Context: an optimization exercise on an open-source flow, tuned for a short achievable clock period and few clock cycles per item. The choices shown serve that exercise and are no tape-out recipe.
The RTL was checked by simulation tests, not by an equivalence proof against the original design.
Power figures rest on the tool's default switching activity, not on a simulated workload.

### design.v
package cms_pkg;
   localparam int ENTRIES_DEFAULT    = 16;
   localparam int COUNT_BITS_DEFAULT = 16;
   localparam int MULT_BITS  = 16;
   localparam int TOTAL_BITS = 20;
   localparam logic [1:0] CMD_ADD    = 2'd0;
   localparam logic [1:0] CMD_REMOVE = 2'd1;
   localparam logic [1:0] CMD_QUERY  = 2'd2;
   localparam logic [1:0] CMD_TOTAL  = 2'd3;
   localparam logic [1:0] STS_OK     = 2'd0;
   localparam logic [1:0] STS_FULL   = 2'd1;
   localparam logic [1:0] STS_ABSENT = 2'd2;
   typedef struct packed {
      logic [1:0]         command;
      logic signed [31:0] item_value;
   } req_payload_type;
   typedef struct packed {
      logic [MULT_BITS-1:0]  multiplicity;
      logic [TOTAL_BITS-1:0] total_count;
      logic [1:0]            status;
   } rsp_payload_type;
   typedef enum logic {
      ST_IDLE,
      ST_EXEC
   } ctrl_state_type;
   typedef struct packed {
      logic load_item;
      logic execute;
      logic pending;
   } ctrl_cmd_type;
   typedef struct packed {
      logic out_free;
   } dp_status_type;
endpackage
module cms_ctrl (
   input  logic                   clock,
   input  logic                   reset,
   input  logic                   req_valid,
   output logic                   req_ready,
   input  cms_pkg::dp_status_type dp_status,
   output cms_pkg::ctrl_cmd_type  dp_cmd
);
   cms_pkg::ctrl_state_type state_ff, state_in;
   always_ff @(posedge clock) begin
      if (reset) begin
         state_ff <= cms_pkg::ST_IDLE;
      end else begin
         state_ff <= state_in;
      end
   end
   always_comb begin
      state_in          = state_ff;
      req_ready         = 1'b0;
      dp_cmd.load_item  = 1'b0;
      dp_cmd.execute    = 1'b0;
      dp_cmd.pending    = 1'b0;
      case (state_ff)
         cms_pkg::ST_IDLE: begin
            req_ready        = 1'b1;
            dp_cmd.load_item = req_valid;
            if (req_valid) begin
               state_in = cms_pkg::ST_EXEC;
            end
         end
         cms_pkg::ST_EXEC: begin
            dp_cmd.pending = 1'b1;
            if (dp_status.out_free) begin
               dp_cmd.execute   = 1'b1;
               req_ready        = 1'b1;
               dp_cmd.load_item = req_valid;
               state_in         = req_valid ? cms_pkg::ST_EXEC : cms_pkg::ST_IDLE;
            end
         end
         default: begin
            state_in = cms_pkg::ST_IDLE;
         end
      endcase
   end
endmodule
module cms_datapath #(
   parameter int ENTRIES    = cms_pkg::ENTRIES_DEFAULT,
   parameter int COUNT_BITS = cms_pkg::COUNT_BITS_DEFAULT
) (
   input  logic                     clock,
   input  logic                     reset,
   input  cms_pkg::req_payload_type req_payload,
   input  cms_pkg::ctrl_cmd_type    dp_cmd,
   output cms_pkg::dp_status_type   dp_status,
   output logic                     rsp_valid,
   input  logic                     rsp_ready,
   output cms_pkg::rsp_payload_type rsp_payload
);
   localparam int SUM_BITS = COUNT_BITS + $clog2(ENTRIES) + 1;
   localparam logic [COUNT_BITS-1:0] COUNT_MAX = {COUNT_BITS{1'b1}};
   localparam logic [COUNT_BITS+cms_pkg::MULT_BITS-1:0] MULT_LIMIT =
      {{COUNT_BITS{1'b0}}, {cms_pkg::MULT_BITS{1'b1}}};
   localparam logic [SUM_BITS+cms_pkg::TOTAL_BITS-1:0] TOTAL_LIMIT =
      {{SUM_BITS{1'b0}}, {cms_pkg::TOTAL_BITS{1'b1}}};
   cms_pkg::req_payload_type item_ff;
   logic signed [31:0]       value_ff [ENTRIES];
   logic [COUNT_BITS-1:0]    count_ff [ENTRIES];
   logic [COUNT_BITS-1:0]    count_in [ENTRIES];
   logic [ENTRIES-1:0]       valid_ff, valid_in;
   logic [SUM_BITS-1:0]      sum_ff, sum_in;
   cms_pkg::rsp_payload_type rsp_ff, rsp_in;
   logic                     rsp_valid_ff;
   logic [ENTRIES-1:0]       hit;
   logic [ENTRIES-1:0]       free_oh;
   logic                     any_hit, any_free;
   logic [COUNT_BITS-1:0]    match_cnt, new_cnt, mult;
   logic [1:0]               status;
   logic                     take_free;
   logic [COUNT_BITS+cms_pkg::MULT_BITS-1:0] mult_ext;
   logic [SUM_BITS+cms_pkg::TOTAL_BITS-1:0]  sum_ext;
   assign dp_status.out_free  = !rsp_valid_ff || rsp_ready;
   assign rsp_valid   = rsp_valid_ff;
   assign rsp_payload = rsp_ff;
   always_ff @(posedge clock) begin
      if (dp_cmd.load_item) begin
         item_ff <= req_payload;
      end
   end
   always_comb begin
      match_cnt = '0;
      for (int i = 0; i < ENTRIES; i++) begin
         hit[i] = valid_ff[i] && (value_ff[i] == item_ff.item_value);
         if (hit[i]) begin
            match_cnt = match_cnt | count_ff[i];
         end
      end
      any_hit  = |hit;
      any_free = !(&valid_ff);
      free_oh  = ~valid_ff & (valid_ff + {{(ENTRIES-1){1'b0}}, 1'b1});
   end
   always_comb begin
      new_cnt   = match_cnt;
      mult      = '0;
      status    = cms_pkg::STS_OK;
      sum_in    = sum_ff;
      take_free = 1'b0;
      case (item_ff.command)
         cms_pkg::CMD_ADD: begin
            if (any_hit) begin
               if (match_cnt != COUNT_MAX) begin
                  new_cnt = match_cnt + 1'b1;
                  sum_in  = sum_ff + 1'b1;
               end
               mult = new_cnt;
            end else if (any_free) begin
               take_free = 1'b1;
               mult      = {{(COUNT_BITS-1){1'b0}}, 1'b1};
               sum_in    = sum_ff + 1'b1;
            end else begin
               status = cms_pkg::STS_FULL;
            end
         end
         cms_pkg::CMD_REMOVE: begin
            if (any_hit) begin
               new_cnt = match_cnt - 1'b1;
               mult    = new_cnt;
               sum_in  = sum_ff - 1'b1;
            end else begin
               status = cms_pkg::STS_ABSENT;
            end
         end
         cms_pkg::CMD_QUERY: begin
            mult = match_cnt;
         end
         cms_pkg::CMD_TOTAL: begin
            mult = '0;
         end
         default: begin
            mult = '0;
         end
      endcase
   end
   always_comb begin
      for (int i = 0; i < ENTRIES; i++) begin
         count_in[i] = count_ff[i];
         valid_in[i] = valid_ff[i];
         if (hit[i] && (item_ff.command == cms_pkg::CMD_ADD ||
                        item_ff.command == cms_pkg::CMD_REMOVE)) begin
            count_in[i] = new_cnt;
            valid_in[i] = new_cnt != '0;
         end else if (take_free && free_oh[i]) begin
            count_in[i] = {{(COUNT_BITS-1){1'b0}}, 1'b1};
            valid_in[i] = 1'b1;
         end
      end
   end
   always_comb begin
      mult_ext = {{cms_pkg::MULT_BITS{1'b0}}, mult};
      sum_ext  = {{cms_pkg::TOTAL_BITS{1'b0}}, sum_in};
      rsp_in.multiplicity = (mult_ext > MULT_LIMIT) ? {cms_pkg::MULT_BITS{1'b1}}
                                                    : mult_ext[cms_pkg::MULT_BITS-1:0];
      rsp_in.total_count  = (sum_ext > TOTAL_LIMIT) ? {cms_pkg::TOTAL_BITS{1'b1}}
                                                    : sum_ext[cms_pkg::TOTAL_BITS-1:0];
      rsp_in.status       = status;
   end
   always_ff @(posedge clock) begin
      if (reset) begin
         valid_ff <= '0;
         sum_ff   <= '0;
         for (int i = 0; i < ENTRIES; i++) begin
            count_ff[i] <= '0;
         end
      end else if (dp_cmd.execute) begin
         valid_ff <= valid_in;
         sum_ff   <= sum_in;
         for (int i = 0; i < ENTRIES; i++) begin
            count_ff[i] <= count_in[i];
         end
      end
   end
   always_ff @(posedge clock) begin
      for (int i = 0; i < ENTRIES; i++) begin
         if (dp_cmd.execute && take_free && free_oh[i]) begin
            value_ff[i] <= item_ff.item_value;
         end
      end
   end
   always_ff @(posedge clock) begin
      if (reset) begin
         rsp_valid_ff <= 1'b0;
      end else if (dp_cmd.execute) begin
         rsp_valid_ff <= 1'b1;
      end else if (rsp_ready) begin
         rsp_valid_ff <= 1'b0;
      end
   end
   always_ff @(posedge clock) begin
      if (dp_cmd.execute) begin
         rsp_ff <= rsp_in;
      end
   end
endmodule
module counting_multiset_table #(
   parameter int ENTRIES    = cms_pkg::ENTRIES_DEFAULT,
   parameter int COUNT_BITS = cms_pkg::COUNT_BITS_DEFAULT
) (
   input  logic                     clock,
   input  logic                     reset,
   input  logic                     req_valid,
   output logic                     req_ready,
   input  logic [33:0]              req_payload,
   output logic                     rsp_valid,
   input  logic                     rsp_ready,
   output logic [37:0]              rsp_payload
);
   cms_pkg::ctrl_cmd_type  dp_cmd;
   cms_pkg::dp_status_type dp_status;
   cms_ctrl u_ctrl (
      .clock     (clock),
      .reset     (reset),
      .req_valid (req_valid),
      .req_ready (req_ready),
      .dp_status (dp_status),
      .dp_cmd    (dp_cmd)
   );
   cms_datapath #(
      .ENTRIES    (ENTRIES),
      .COUNT_BITS (COUNT_BITS)
   ) u_datapath (
      .clock       (clock),
      .reset       (reset),
      .req_payload (req_payload),
      .dp_cmd      (dp_cmd),
      .dp_status   (dp_status),
      .rsp_valid   (rsp_valid),
      .rsp_ready   (rsp_ready),
      .rsp_payload (rsp_payload)
   );
endmodule
### run.sh
#!/bin/bash
# synth_recipe.tcl (not shown) runs the flow's synth.tcl, then flattens the netlist and writes it again
# the make line also repeats each setting of config.mk as NAME=value (left out here)
make -C /OpenROAD-flow-scripts/flow DESIGN_CONFIG=/design/flow/config.mk WORK_HOME=/design/flow/orfs CLKGATE_MAP_FILE= SYNTH_SCRIPT=/design/flow/synth_recipe.tcl finish
### config.mk
export PLATFORM = sky130hd
export DESIGN_NAME = counting_multiset_table
export DESIGN_NICKNAME = counting_multiset_table
export VERILOG_FILES = /design/flow/design.v
export SDC_FILE = /design/flow/constraint.sdc
export NUM_CORES = 4
export LEC_CHECK = 0
export CAP_MARGIN = 20
export CORE_MARGIN = 2
export CORE_UTILIZATION = 40
export SLEW_MARGIN = 20
### constraint.sdc
create_clock -name core_clock -period 6.5 [get_ports {clock}]
set_input_delay 1.3000 -clock core_clock [delete_from_list [all_inputs] [get_ports {clock}]]
set_output_delay 1.3000 -clock core_clock [all_outputs]
set_load 0.01 [all_outputs]
==> notes.md <==
-- power by group --
part	internal, mW	switching (mW)	total [mW]
combinational	0.212	0.411	0.624
clock	3.06	2.36	5.42
sequential	5.99	0.0203	6.01
-- kinds of logic (layout without fill, tap and decap cells) --
kind of cell | Yosys count | in the layout | share of synthesized area, %
buffers and inverters | 382 | 601 | 4.07
adders and majority gates | 5 | 5 | 0.146
other | 0 | 1 | 0
xor gates and xnor gates | 450 | 450 | 9.21
muxes | 3 | 3 | 0.0702
and+or+nand+nor | 1604 | 1604 | 19.5
AOI/OAI and AO/OA | 769 | 769 | 12.2
DFF | 879 | 879 | 54.8
-- path summary, 6_finish.rpt --
kind / end / slack (ps) / cells after the start
max: u_datapath.valid_ff[2] / 200 / 21
min: u_datapath.count_ff[2][8] / 480 / 2
max reg2reg: u_datapath.valid_ff[2] / 200 / 21
min reg2reg: u_datapath.count_ff[2][8] / 480 / 2
-- cell type report --
class / count / area, um^2 / share of cell area, %
well taps: 1391 / 1740 / 3.50
flip-flops and latches: 879 / 23400 / 47.2
diodes: 1 / 2.50 / 0.00504
multi-input cells: 2831 / 17800 / 35.8
clock inverters: 43 / 414 / 0.834
clock buffers: 132 / 2680 / 5.40
repair buffers: 347 / 3330 / 6.71
inverters: 79 / 297 / 0.597
-- tightest hold or removal path: stages, from the launching register on --
cell     delay [ps]
dfxtp_1         320
nand2_1          60
a21oi_1          50
-- state kept, by name (all words and copies together), names as in the netlist --
| signal | cells |
|---|---|
| u_datapath.sum_ff | 21 |
| u_datapath.value_ff | 512 |
| u_ctrl.state_ff | 1 |
| u_datapath.rsp_ff | 38 |
| u_datapath.rsp_valid_ff | 1 |
| u_datapath.item_ff | 34 |
| u_datapath.valid_ff | 16 |
| u_datapath.count_ff | 256 |
-- cells in the final DEF, fill, tap and decap left out, drive strengths merged, types with 69 or more instances in the layout --
cell type / count
clkdlybuf4s50: 76
edfxtp: 584
nand2b: 127
dfxtp: 295
buf: 271
a21oi: 240
o22ai: 97
xnor2: 339
nor4: 93
nand2: 444
xor2: 111
clkbuf: 132
o21ai: 70
nor2: 208
nand3: 345
inv: 83
nor3: 69
nand4: 124
-- routing by layer --
metal	wire, um	part of all wire (%)
met5	0	0
met3	16800	9.9
met1	66200	39
met2	75900	45
met4	10600	6.3
-- per-stage QoR --
| step | cells | cell area, um^2 |
|---|---|---|
| global route | 5702 | 49700 |
| floorplan | 4092 | 42800 |
| detailed placement | 5525 | 46500 |
| global placement | 5525 | 46500 |
| finish | 5703 | 49700 |
| CTS | 5700 | 49600 |
==> metrics.cfg <==
[worst_setup_path]
critPathRequiredTime_ps=7020
worstPathMaxFanout=16
crit_family=simple AND/OR/NAND/NOR gates
max_stage_delay_ps=700
startpoint=u_datapath.item_ff[5]
cp_slowest_cell=or4_1
r2r-start=u_datapath.item_ff[5]
cp.arrival_ps=6810
startpoint_type=register
cp_cell_sequence=buf_12, xor2_1, nor4_1, nand2_1, or4_1, buf_4, o32ai_1, nor4_1, nand2_1, ha_1, inv_1, a31oi_4, nand3_4, nor4_4, o22ai_1, a21oi_1, o2111ai_1, or4bb_1, buf_4, o31ai_1, a21oi_1
critPathBufInv=4
crit_type=reg2reg
end_kind=register

[hold_path]
hp-class=reg2reg
hold_start=u_datapath.count_ff[2][8]

[drt]
ant_nets=0
wl_per_cell_um=29.7
first_pass_iters=9
drt-total-wl_mm=169
viasPerCell=6.22
drcViolationCount=0
vias=35500
drt_iter0_markers=4899

[cts]
postCtsSetupBuffers=0
clockBufferDepth=3
path_clk_slew_ps=60
cts_tree=built
cts_max_level=3
cts_buffers=96
hold_buffers=0
cts_sinks=879
cts_resized=0
clockRootBuffer=clkbuf_16
clock_latency_ps=740

[layout]
drive_gt1_share_pct=11.3
synthToLayoutAreaGrowth_pct=16.1
fin_nets=4277
nFillCells=9799
final_util_pct=47.0

[grt]
antenna_found_initial=1
grt_use_met3_pct=7.53
grt_first_pass_wirelength_mm=241
use_met1_pct=39.1
grt_use_total_pct=30.5
gr-max-usage-layer=met2
met2_usage_pct=47.6
grt_pass1_vias=33100
grt_max_degree=151
overflow=0

[sta]
period_share_pct=96.9
post-route-min-period_ps=6300
tns_ps=0
fin_worst_skew_ps=85.1
worstMarginPinSlew_ps=1200
hold_viol_final=0
maxSlewViolCount=0
hold-worst-slack_ps=477
max_freq_mhz=159
max_slew_margin_pct=19.6
setup_viol_count_final=0
fin_ws_ps=202
grt_setup_unrepaired=no

[placement]
pre_cts_slack_ps=266
gp_congestion=1.00
hpwl_mm=115
portBuffers=77

[logic_synthesis]
synth_top_cell_by_area=edfxtp_1
synth_edf_count=584
yosys_register_bits=879
postSynthCellCount=4092
async_flop_share_pct=0
synth_cell_types=91
synth_top_area_share_pct=41.0
syn_nets=4135
avgSynthCellArea_um2=10.5
ys_seq_area_share_pct=54.8
ys_warn_count=5
synth_area_leaders=edfxtp_1, dfxtp_1, xnor2_1
synthTopCellsByCount=edfxtp_1, nand2_1, nand3_1, xnor2_1, dfxtp_1
synth.most_common_cell=edfxtp_1
synth_area_um2=42800
ys.flop_type=edfxtp_1

[floorplanning]
pin_count=78
die_h_um=331
die_area_um2=110000
initial_utilization_pct=40.5
core-area_um2=106000
num_rows=119
dieWidth_um=331

[power_and_ir_drop]
p_leak_nw=15.7
ir_drop_mv=0.286
finalPower_mw=12.1
power_density_nw_per_um2=243

[run_status]
run_status=timing/DRC/antenna clean

[flow_run]
maxCapViolations=0

Testbench counts, summed over its fixed seeds: cycles 24,016, items 24,000.

## what the ideal ports hide
How much do the figures lean on ideal ports? The routed layout below was timed once more, with nothing changed but the port constraints.
Step 1 assumes that a clkbuf_16 drives the clock port and a buf_2 every other input.
Step 2 also shifts input and output timing later by t, the mid clock arrival at the registers, as if the neighbouring blocks saw the same clock.
a / b / c = no drivers / after step 1 / after step 2; a / b = the first two.
t (ns): 0.766
setup slack, ns: 0.202 / 0.202 / 0.202
cell pins on the clock port's net: 1
After both steps this run still meets setup and hold. The setup slack of this run moves by 0.000 ns with the drivers and by 0.000 ns with both steps.
